This design comes from an exercise in tuning for small area, a short achievable clock period and few clock cycles on the open sky130 flow, not from production work.
In this exercise RTL edits were held to simulation tests only and were not proved equivalent to the original.
Power is estimated from default activity; no workload was simulated.

[flow/design.v]
package cgp_pkg;
    localparam logic [1:0] ACT_GATE = 2'd0;
    localparam logic [1:0] ACT_TAP  = 2'd1;
    localparam logic [1:0] ACT_EVAL = 2'd2;
    localparam logic [2:0] REG_MASK    = 3'd0;
    localparam logic [2:0] REG_INPUTS  = 3'd1;
    localparam logic [2:0] REG_OUTPUTS = 3'd2;
    localparam logic [2:0] REG_ROWS    = 3'd3;
    localparam logic [2:0] REG_COLUMNS = 3'd4;
    localparam int FN_AND  = 0;
    localparam int FN_OR   = 1;
    localparam int FN_XOR  = 2;
    localparam int FN_NOTA = 3;
    localparam int FN_NAND = 4;
    localparam int FN_XNOR = 5;
    localparam int FN_COUNT = 7;
    localparam int PADDR_W = 5;
    typedef struct packed {
        logic [6:0] func_enable_mask;
        logic [3:0] input_count;
        logic [3:0] output_count;
        logic [3:0] row_count;
        logic [4:0] column_count;
    } cfg_t;
    typedef struct packed {
        logic [2:0] func;
        logic [7:0] src_a;
        logic [7:0] src_b;
    } gate_entry_t;
    function automatic logic gate_eval(logic [6:0] mask, logic [2:0] code,
                                       logic a, logic b);
        logic [2:0] n;
        logic       r;
        logic       hit;
        n   = '0;
        r   = 1'b0;
        hit = 1'b0;
        for (int k = 0; k < FN_COUNT; k++)
        begin
            if (mask[k])
            begin
                if (!hit && n == code)
                begin
                    hit = 1'b1;
                    case (k)
                        FN_AND:  r = a & b;
                        FN_OR:   r = a | b;
                        FN_XOR:  r = a ^ b;
                        FN_NOTA: r = ~a;
                        FN_NAND: r = ~(a & b);
                        FN_XNOR: r = ~(a ^ b);
                        default: r = ~(a | b);
                    endcase
                end
                n = n + 3'd1;
            end
        end
        gate_eval = r;
    endfunction
endpackage
module cgp_cfg_regs
(
    input  logic               clk,
    input  logic               rst_n,
    input  logic               psel,
    input  logic               penable,
    input  logic               pwrite,
    input  logic [cgp_pkg::PADDR_W-1:0] paddr,
    input  logic [31:0]        pwdata,
    output logic [31:0]        prdata,
    output logic               pready,
    output cgp_pkg::cfg_t               cfg
);
    cgp_pkg::cfg_t       cfg_reg;
    logic       wr_en;
    logic [2:0] reg_idx;
    assign pready  = 1'b1;
    assign reg_idx = paddr[cgp_pkg::PADDR_W-1:2];
    assign wr_en   = psel && penable && pwrite && pready;
    assign cfg     = cfg_reg;
    always_ff @(posedge clk or negedge rst_n)
    begin
        if (!rst_n)
        begin
            cfg_reg.func_enable_mask <= 7'd127;
            cfg_reg.input_count      <= 4'd8;
            cfg_reg.output_count     <= 4'd8;
            cfg_reg.row_count        <= 4'd8;
            cfg_reg.column_count     <= 5'd16;
        end
        else if (wr_en)
        begin
            case (reg_idx)
                cgp_pkg::REG_MASK:    cfg_reg.func_enable_mask <= pwdata[6:0];
                cgp_pkg::REG_INPUTS:  cfg_reg.input_count      <= pwdata[3:0];
                cgp_pkg::REG_OUTPUTS: cfg_reg.output_count     <= pwdata[3:0];
                cgp_pkg::REG_ROWS:    cfg_reg.row_count        <= pwdata[3:0];
                cgp_pkg::REG_COLUMNS: cfg_reg.column_count     <= pwdata[4:0];
                default:     ;
            endcase
        end
    end
    always_comb
    begin
        case (reg_idx)
            cgp_pkg::REG_MASK:    prdata = {25'd0, cfg_reg.func_enable_mask};
            cgp_pkg::REG_INPUTS:  prdata = {28'd0, cfg_reg.input_count};
            cgp_pkg::REG_OUTPUTS: prdata = {28'd0, cfg_reg.output_count};
            cgp_pkg::REG_ROWS:    prdata = {28'd0, cfg_reg.row_count};
            cgp_pkg::REG_COLUMNS: prdata = {27'd0, cfg_reg.column_count};
            default:     prdata = '0;
        endcase
    end
endmodule
module cgp_gate_mem
#(
    parameter int DEPTH = 128,
    parameter int AW    = 7
)
(
    input  logic        clk,
    input  logic        we,
    input  logic [AW-1:0] waddr,
    input  cgp_pkg::gate_entry_t wdata,
    input  logic [AW-1:0] raddr,
    output cgp_pkg::gate_entry_t rdata
);
    logic [18:0] mem [0:DEPTH-1];
    logic [18:0] rdata_reg;
    assign rdata = rdata_reg;
    always_ff @(posedge clk)
    begin
        if (we)
        begin
            mem[waddr] <= wdata;
        end
        rdata_reg <= mem[raddr];
    end
endmodule
module cgp_cell_mem
#(
    parameter int DEPTH = 128,
    parameter int AW    = 7
)
(
    input  logic          clk,
    input  logic          we,
    input  logic [AW-1:0] waddr,
    input  logic          wdata,
    input  logic [AW-1:0] raddr_a,
    input  logic [AW-1:0] raddr_b,
    output logic          rdata_a,
    output logic          rdata_b
);
    logic mem [0:DEPTH-1];
    logic rdata_a_reg;
    logic rdata_b_reg;
    assign rdata_a = rdata_a_reg;
    assign rdata_b = rdata_b_reg;
    always_ff @(posedge clk)
    begin
        if (we)
        begin
            mem[waddr] <= wdata;
        end
        rdata_a_reg <= mem[raddr_a];
        rdata_b_reg <= mem[raddr_b];
    end
endmodule
module cgp_gate_grid_evaluator
#(
    parameter int MAX_ROWS    = 8,
    parameter int MAX_COLUMNS = 16,
    parameter int IO_WIDTH    = 8
)
(
    input  logic               clk,
    input  logic               rst_n,
    input  logic               item_valid,
    output logic               item_stall,
    input  logic [1:0]         action,
    input  logic [6:0]         slot,
    input  logic [2:0]         gate_function,
    input  logic [7:0]         source_a,
    input  logic [7:0]         source_b,
    input  logic [7:0]         input_vector,
    output logic               result_valid,
    input  logic               result_stall,
    output logic [7:0]         output_vector,
    input  logic               psel,
    input  logic               penable,
    input  logic               pwrite,
    input  logic [cgp_pkg::PADDR_W-1:0] paddr,
    input  logic [31:0]        pwdata,
    output logic [31:0]        prdata,
    output logic               pready
);
    localparam int CELL_DEPTH = MAX_ROWS * MAX_COLUMNS;
    localparam int CA_W  = (CELL_DEPTH > 1) ? $clog2(CELL_DEPTH) : 1;
    localparam int CNT_W = $clog2(CELL_DEPTH + 1);
    localparam int CMP_W = (CNT_W > 8) ? CNT_W : 8;
    localparam int RW    = $clog2(MAX_ROWS + 1);
    localparam int CW    = $clog2(MAX_COLUMNS + 1);
    localparam int TAP_W = (IO_WIDTH > 1) ? $clog2(IO_WIDTH) : 1;
    localparam int TPW   = $clog2(IO_WIDTH + 1);
    typedef enum logic [1:0] {ST_IDLE, ST_RUN, ST_DONE} state_t;
    typedef struct packed {
        logic            is_node;
        logic            in_bit;
        logic [CA_W-1:0] addr;
    } sel_dec_t;
    cgp_pkg::cfg_t cfg;
    state_t state_reg, state_next;
    logic [CNT_W-1:0] gate_ptr_reg, gate_ptr_next;
    logic [TPW-1:0]   tap_ptr_reg, tap_ptr_next;
    logic s1_valid_reg, s1_valid_next;
    logic s2_valid_reg, s2_valid_next;
    logic result_valid_reg, result_valid_next;
    logic [CNT_W-1:0] total_reg;
    logic [7:0]       vec_reg;
    logic [IO_WIDTH-1:0] res_acc_reg;
    logic [7:0]       result_reg;
    logic [7:0]       tap_store_reg [0:IO_WIDTH-1];
    logic            s1_tap_reg;
    logic [CA_W-1:0] s1_gidx_reg;
    logic [TAP_W-1:0] s1_tidx_reg;
    logic            s2_tap_reg;
    logic [CA_W-1:0] s2_gidx_reg;
    logic [TAP_W-1:0] s2_tidx_reg;
    logic [2:0]      s2_func_reg;
    logic            s2_a_cell_reg, s2_a_bit_reg, s2_a_fwd_reg, s2_a_fwdv_reg;
    logic            s2_b_cell_reg, s2_b_bit_reg, s2_b_fwd_reg, s2_b_fwdv_reg;
    logic item_accept;
    logic gate_we;
    logic tap_we;
    logic eval_start;
    logic issue_gate;
    logic issue_tap;
    logic drained;
    logic out_free;
    logic [RW-1:0]    rows_eff;
    logic [CW-1:0]    cols_eff;
    logic [3:0]       ins_eff;
    logic [3:0]       outs_eff;
    logic [CNT_W-1:0] total_next;
    cgp_pkg::gate_entry_t gate_wdata;
    cgp_pkg::gate_entry_t gate_rdata;
    logic [7:0]       s1_src_a;
    logic [CNT_W-1:0] s1_limit;
    sel_dec_t         dec_a;
    sel_dec_t         dec_b;
    logic cell_rd_a, cell_rd_b;
    logic op_a, op_b;
    logic cell_we;
    logic cell_wval;
    function automatic sel_dec_t decode_sel(logic [7:0] sel, logic [3:0] ins,
                                            logic [CNT_W-1:0] limit,
                                            logic [7:0] vec);
        sel_dec_t         d;
        logic [CMP_W-1:0] idx;
        d   = '0;
        idx = '0;
        if (sel < 8'(ins))
        begin
            d.in_bit = vec[sel[2:0]];
        end
        else
        begin
            idx = CMP_W'(sel) - CMP_W'(ins);
            if (idx < CMP_W'(limit))
            begin
                d.is_node = 1'b1;
                d.addr    = idx[CA_W-1:0];
            end
        end
        decode_sel = d;
    endfunction
    cgp_cfg_regs u_cfg (
        .clk     (clk),
        .rst_n   (rst_n),
        .psel    (psel),
        .penable (penable),
        .pwrite  (pwrite),
        .paddr   (paddr),
        .pwdata  (pwdata),
        .prdata  (prdata),
        .pready  (pready),
        .cfg     (cfg)
    );
    assign gate_wdata.func  = gate_function;
    assign gate_wdata.src_a = source_a;
    assign gate_wdata.src_b = source_b;
    cgp_gate_mem #(
        .DEPTH (CELL_DEPTH),
        .AW    (CA_W)
    ) u_gate_mem (
        .clk   (clk),
        .we    (gate_we),
        .waddr (CA_W'(slot)),
        .wdata (gate_wdata),
        .raddr (gate_ptr_reg[CA_W-1:0]),
        .rdata (gate_rdata)
    );
    cgp_cell_mem #(
        .DEPTH (CELL_DEPTH),
        .AW    (CA_W)
    ) u_cell_mem (
        .clk     (clk),
        .we      (cell_we),
        .waddr   (s2_gidx_reg),
        .wdata   (cell_wval),
        .raddr_a (dec_a.addr),
        .raddr_b (dec_b.addr),
        .rdata_a (cell_rd_a),
        .rdata_b (cell_rd_b)
    );
    always_comb
    begin
        if (cfg.row_count == 4'd0)
            rows_eff = RW'(1);
        else if (32'(cfg.row_count) > MAX_ROWS)
            rows_eff = RW'(MAX_ROWS);
        else
            rows_eff = RW'(cfg.row_count);
        if (32'(cfg.column_count) > MAX_COLUMNS)
            cols_eff = CW'(MAX_COLUMNS);
        else
            cols_eff = CW'(cfg.column_count);
        if (32'(cfg.input_count) > IO_WIDTH)
            ins_eff = 4'(IO_WIDTH);
        else
            ins_eff = cfg.input_count;
        if (32'(cfg.output_count) > IO_WIDTH)
            outs_eff = 4'(IO_WIDTH);
        else
            outs_eff = cfg.output_count;
        total_next = CNT_W'(32'(rows_eff) * 32'(cols_eff));
    end
    assign item_stall  = (state_reg != ST_IDLE);
    assign item_accept = item_valid && !item_stall;
    assign gate_we     = item_accept && action == cgp_pkg::ACT_GATE && 32'(slot) < CELL_DEPTH;
    assign tap_we      = item_accept && action == cgp_pkg::ACT_TAP && 32'(slot) < IO_WIDTH;
    assign eval_start  = item_accept && action == cgp_pkg::ACT_EVAL;
    assign issue_gate = (state_reg == ST_RUN) && gate_ptr_reg < total_reg;
    assign issue_tap  = (state_reg == ST_RUN) && !issue_gate
                        && 32'(tap_ptr_reg) < 32'(outs_eff);
    assign drained    = !issue_gate && !issue_tap && !s1_valid_reg && !s2_valid_reg;
    assign out_free   = !result_valid_reg || !result_stall;
    assign s1_src_a = s1_tap_reg ? tap_store_reg[s1_tidx_reg] : gate_rdata.src_a;
    assign s1_limit = s1_tap_reg ? total_reg : CNT_W'(s1_gidx_reg);
    assign dec_a    = decode_sel(s1_src_a, ins_eff, s1_limit, vec_reg);
    assign dec_b    = decode_sel(gate_rdata.src_b, ins_eff, s1_limit, vec_reg);
    assign op_a = s2_a_cell_reg ? (s2_a_fwd_reg ? s2_a_fwdv_reg : cell_rd_a) : s2_a_bit_reg;
    assign op_b = s2_b_cell_reg ? (s2_b_fwd_reg ? s2_b_fwdv_reg : cell_rd_b) : s2_b_bit_reg;
    assign cell_wval = cgp_pkg::gate_eval(cfg.func_enable_mask, s2_func_reg, op_a, op_b);
    assign cell_we   = s2_valid_reg && !s2_tap_reg;
    always_comb
    begin
        state_next        = state_reg;
        gate_ptr_next     = gate_ptr_reg;
        tap_ptr_next      = tap_ptr_reg;
        s1_valid_next     = issue_gate || issue_tap;
        s2_valid_next     = s1_valid_reg;
        result_valid_next = result_valid_reg && result_stall;
        case (state_reg)
            ST_IDLE:
            begin
                if (eval_start)
                begin
                    state_next    = ST_RUN;
                    gate_ptr_next = '0;
                    tap_ptr_next  = '0;
                end
            end
            ST_RUN:
            begin
                if (issue_gate)
                    gate_ptr_next = gate_ptr_reg + CNT_W'(1);
                else if (issue_tap)
                    tap_ptr_next = tap_ptr_reg + TPW'(1);
                else if (drained)
                    state_next = ST_DONE;
            end
            ST_DONE:
            begin
                if (out_free)
                begin
                    result_valid_next = 1'b1;
                    state_next        = ST_IDLE;
                end
            end
            default: state_next = ST_IDLE;
        endcase
    end
    always_ff @(posedge clk or negedge rst_n)
    begin
        if (!rst_n)
        begin
            state_reg        <= ST_IDLE;
            gate_ptr_reg     <= '0;
            tap_ptr_reg      <= '0;
            s1_valid_reg     <= 1'b0;
            s2_valid_reg     <= 1'b0;
            result_valid_reg <= 1'b0;
        end
        else
        begin
            state_reg        <= state_next;
            gate_ptr_reg     <= gate_ptr_next;
            tap_ptr_reg      <= tap_ptr_next;
            s1_valid_reg     <= s1_valid_next;
            s2_valid_reg     <= s2_valid_next;
            result_valid_reg <= result_valid_next;
        end
    end
    always_ff @(posedge clk)
    begin
        if (tap_we)
            tap_store_reg[TAP_W'(slot)] <= source_a;
        if (eval_start)
        begin
            total_reg   <= total_next;
            vec_reg     <= input_vector;
            res_acc_reg <= '0;
        end
        else if (s2_valid_reg && s2_tap_reg)
        begin
            res_acc_reg[s2_tidx_reg] <= op_a;
        end
        s1_tap_reg  <= issue_tap;
        s1_gidx_reg <= gate_ptr_reg[CA_W-1:0];
        s1_tidx_reg <= tap_ptr_reg[TAP_W-1:0];
        s2_tap_reg    <= s1_tap_reg;
        s2_gidx_reg   <= s1_gidx_reg;
        s2_tidx_reg   <= s1_tidx_reg;
        s2_func_reg   <= gate_rdata.func;
        s2_a_cell_reg <= dec_a.is_node;
        s2_a_bit_reg  <= dec_a.in_bit;
        s2_b_cell_reg <= dec_b.is_node;
        s2_b_bit_reg  <= dec_b.in_bit;
        s2_a_fwd_reg  <= cell_we && dec_a.addr == s2_gidx_reg;
        s2_b_fwd_reg  <= cell_we && dec_b.addr == s2_gidx_reg;
        s2_a_fwdv_reg <= cell_wval;
        s2_b_fwdv_reg <= cell_wval;
        if (state_reg == ST_DONE && out_free)
            result_reg <= 8'(res_acc_reg);
    end
    assign result_valid  = result_valid_reg;
    assign output_vector = result_reg;
endmodule
[flow/constraint.sdc]
create_clock -name core_clock -period 7.0 [get_ports {clk}]
set_input_delay 1.4000 -clock core_clock [delete_from_list [all_inputs] [get_ports {clk}]]
set_output_delay 1.4000 -clock core_clock [all_outputs]
set_load 0.01 [all_outputs]
[flow/run.sh]
#!/bin/bash
# synth_recipe.tcl (not shown) runs the flow's synth.tcl, then flattens the netlist and writes it again
# the make line also repeats each setting of config.mk as NAME=value (left out here)
make -C /OpenROAD-flow-scripts/flow DESIGN_CONFIG=/design/flow/config.mk WORK_HOME=/design/flow/orfs CLKGATE_MAP_FILE= SYNTH_SCRIPT=/design/flow/synth_recipe.tcl finish
[flow/config.mk]
export PLATFORM = sky130hd
export DESIGN_NAME = cgp_gate_grid_evaluator
export DESIGN_NICKNAME = cgp_gate_grid_evaluator
export VERILOG_FILES = /design/flow/design.v
export SDC_FILE = /design/flow/constraint.sdc
export NUM_CORES = 4
export LEC_CHECK = 0
export CAP_MARGIN = 20
export CORE_MARGIN = 2
export CORE_UTILIZATION = 45
export SLEW_MARGIN = 20
==> run_results.csv <==
group,metric,value,unit
synth,synthXorXnorAreaFrac,0.00398,
finish,nets,5649,
die,coreArea,243000,um2
cts,clock_path_buffers,4,
finish,layout_common_cells,"2648 x edfxtp_1, 821 x mux4_2, 309 x clkbuf_16",
synth,ys_async_sr_fraction,0.0149,
routing,vias,54000,
sta,finalHoldViolCount,0,
routing,drt-pass1-iter-count,5,
critical_path,critical_path_buf_inv_count,2,
critical_path,crit_chain,"mux4_2 > mux2i_1 > nor2_1 > a21oi_1 > fa_1 > nor2b_1 > o21ai_0 > nand2b_1 > nor3_1 > xnor2_1 > ha_1 > nand4_1 > a311oi_1 > a31oi_1 > o21ai_2 > inv_2 > and2_1 > buf_4 > a311oi_1 > o311ai_1 > a31o_1 > a32oi_1",
die,die_w,497,um
critical_path,critPathArrivalTime,7.17,ns
global_routing,grt_overflow,0,
cts,cts_tree,"built",
global_routing,antenna_found_initial,21,
sta,tns,0,ns
synth,seq_area_frac_synth,0.747,
synth,ys_warn_count,4,
critical_path,r2r_slack,0.64,ns
synth,muxShareOfSynthArea,0.179,
sta,setup_viol,0,
global_routing,grt_use_total,0.229,
finish,final_layout_size_suffix_gt1_frac,0.293,
critical_path,slowest_delay,0.56,ns
routing,wl_per_cell,31.8,um
synth,synth_compound_area_frac,0.0156,
sta,slew_headroom,0.223,
cts,insertion_delay,0.95,ns
job,maxCapViolations,0,
synth,yosys.area_share.simple,0.0329,
synth,netlist_instances,5184,
synth,ys_ff_latch,2750,
cts,path_clk_slew,0.06,ns
power_and_ir_drop,powerDensity,415,nW/um2
synth,synth_top_family_by_area,"multiplexers",
routing,vias_per_cell,6.04,
cts,cts-root-buf,"clkbuf_16",
die,dieArea,247000,um2
finish,largest_reg_flops,2432,
routing,drcViolationCount,0,
power_and_ir_drop,p_leak,39.4,nW
critical_path,critPathTopFamily,"compound AO/OA/AOI/OAI gates",
global_routing,grt_pass1_vias,54700,
synth,synth_area,109000,um2
sta,fmax,0.157,GHz
sta,skew,0.0756,ns
critical_path,critPathSlowestCell,"mux4_2",
die,ios,123,
routing,antenna_left,0,
power_and_ir_drop,peakVddDrop,0.351,mV
sta,slew_violations,0,
die,initial_core_util,0.451,
sta,fin_crit,6.36,ns
synth,synth_area_per_cell,21.1,um2
routing,drt_iter0_drc,6577,
cts,numClockSinks,2750,
synth,synth_fa_ha_area_frac,0.00752,
worst_hold_path,hp-class,"flip-flop to flip-flop",
synth,netlist.area_leader.share,0.726,
sta,worst_pin_slew,1.17,ns
finish,fill_cells,19000,
die,die_h,497,um
finish,final_common_cell,"edfxtp_1",
critical_path,startpoint_type,"flip-flop",
global_routing,grt_pass1_wl,405000,um
global_routing,grt_max_degree,108,
critical_path,path_class,"flip-flop to flip-flop",
routing,wl,284000,um
sta,period_share,0.908,
synth,synth_flop_cell,"edfxtp_1",
die,num_rows,181,
synth,synthTopCellsByArea,"edfxtp_1 73%, mux4_2 17%, nor2_1 1.2%",
cts,h-tree-depth,5,
placed_design,gp_congestion,0.900,
critical_path,cp.required,7.82,ns
power_and_ir_drop,total_power,0.0517,W
sta,holdWs,0.352,ns
finish,syn_to_final_growth,13.8,%
synth,synth_area_leader_cell,"edfxtp_1",
cts,cts_made_buffers,303,
critical_path,crit_fanout,18,
synth,synth_edf_count,2648,
critical_path,path_common_cell,"a311oi_1",
sta,rsz0062_at_grt,"false",
synth,synth_cell_types,91,
status,status,"finished clean",
placed_design,port_buffers,69,
finish,final_util,0.514,
placed_design,hpwl,163000,um
critical_path,end_kind,"flip-flop",
routing by layer:
layer	global-route usage	up-vias	wire length, um	part of all wire
li1	-	22200	-	-
met1	0.329	29300	118000	0.42
met2	0.367	2092	139000	0.49
met3	0.0328	415	19600	0.069
met4	0.0659	8	7670	0.027
met5	0	-	51	0.00018
worst paths after layout:
kind,from,depth (start not counted),endpoint
max reg2reg,s1_tidx_reg[0],22,u_cell_mem.rdata_a_reg
min,s1_gidx_reg[4],0,s2_gidx_reg[4]
min reg2reg,s1_gidx_reg[4],0,s2_gidx_reg[4]
max in group asynchronous,rst_n,1,gate_ptr_reg[5]
max,s1_tidx_reg[0],22,u_cell_mem.rdata_a_reg
min in group asynchronous,rst_n,1,s2_valid_reg
worst register-to-register path, stage by stage (launching register included):
cell	delay [ns]
dfxtp_4	0.55
mux4_2	0.58
mux2i_1	0.18
nor2_1	0.06
a21oi_1	0.50
fa_1	0.36
nor2b_1	0.06
o21ai_0	0.16
nand2b_1	0.13
nor3_1	0.37
xnor2_1	0.30
ha_1	0.40
nand4_1	0.13
a311oi_1	0.32
a31oi_1	0.18
o21ai_2	0.34
inv_2	0.32
and2_1	0.33
buf_4	0.20
a311oi_1	0.21
o311ai_1	0.17
a31o_1	0.25
a32oi_1	0.17
final cells by class:
| class | count | area, um2 | share of cell area |
|---|---|---|---|
| clock inverters | 158 | 1430 | 0.0115 |
| inverters | 56 | 210 | 0.00169 |
| multi-input cells | 2111 | 26700 | 0.214 |
| clock buffers | 365 | 7970 | 0.0640 |
| repair buffers | 286 | 2470 | 0.0198 |
| diodes | 9 | 22.5 | 0.000181 |
| flip-flops and latches | 2750 | 81800 | 0.656 |
| well taps | 3202 | 4010 | 0.0321 |
through the flow:
step	instance area, um2	setup slack [ns]	instances
floorplan	110000	1.14	5208
global placement	115000	0.439	8404
detailed placement	115000	0.501	8404
CTS	125000	0.446	8927
global route	125000	0.132	8931
finish	125000	0.645	8937
where the power goes:
part           leakage, nW  total (W)  internal [W]  switching, W
clock                 4.60     0.0153       0.00901       0.00629
combinational         9.96     0.0171       0.00725       0.00987
sequential            24.8     0.0193        0.0186      0.000670
synthesized netlist by cell type (9+ instances only):
library cell and n:
a31oi_1 20, dfxtp_1 61, xnor2_1 25, nor3_1 45, mux4_2 821, nand4_1 20, a21oi_1 46, and3_1 10
dfrtp_1 30, a311oi_1 9, o21ai_0 35, nand2_1 217, nor2b_1 22, ha_1 53, o211ai_1 9, edfxtp_1 2648
buf_4 28, xor2_1 21, a211oi_1 15, o221ai_1 10, mux2i_1 66, nor4_1 16, nand2b_1 18, buf_2 10
nor2_1 356, dfstp_2 11, nand3_1 63, clkbuf_1 177, mux2_2 26, o22ai_1 16, inv_1 52, buf_1 68
a21o_1 13
repair_timing:
item                       in CTS  in global routing
setup endpoints to repair       0                  1
setup buffers                   0                  0
resized for setup               0                  1
hold buffers                    0                  0
logic make-up after synthesis:
group	count (synthesis)
adder cells (fa/ha/maj)	61
buffers and inverters	347
AO/OA/AOI/OAI	241
other	2
AND/OR/NAND/NOR	814
multiplexers	921
flip-flops	2750
XOR/XNOR	48
Testbench counts, summed over its fixed seeds: cycles 166,168.

[static timing again, ports no longer ideal]
Ports are ideal in the flow. The routed layout listed here was re-timed in OpenROAD. Step 1, drivers: a clkbuf_16 drives clk and a buf_2 each remaining input, both assumed. Step 2 adds t to the input delays and takes it off the output delays; t is the mean of the earliest and latest rising clock arrival at the registers after step 1. Input paths then give back, and output paths get back, about the clock's delay inside the block. a / b / c = no drivers / after step 1 / after step 2; a / b = the first two.
shift t [ns]: 1.010
setup slack, ns: 0.645 / 0.645 / 0.645
worst slew at a driven data input, ns: 0.23
pins driven straight from the clock port: 1
After both steps setup and hold are still met in this run. The setup slack of this run moves by 0.000 ns with the drivers and by 0.000 ns with both steps.
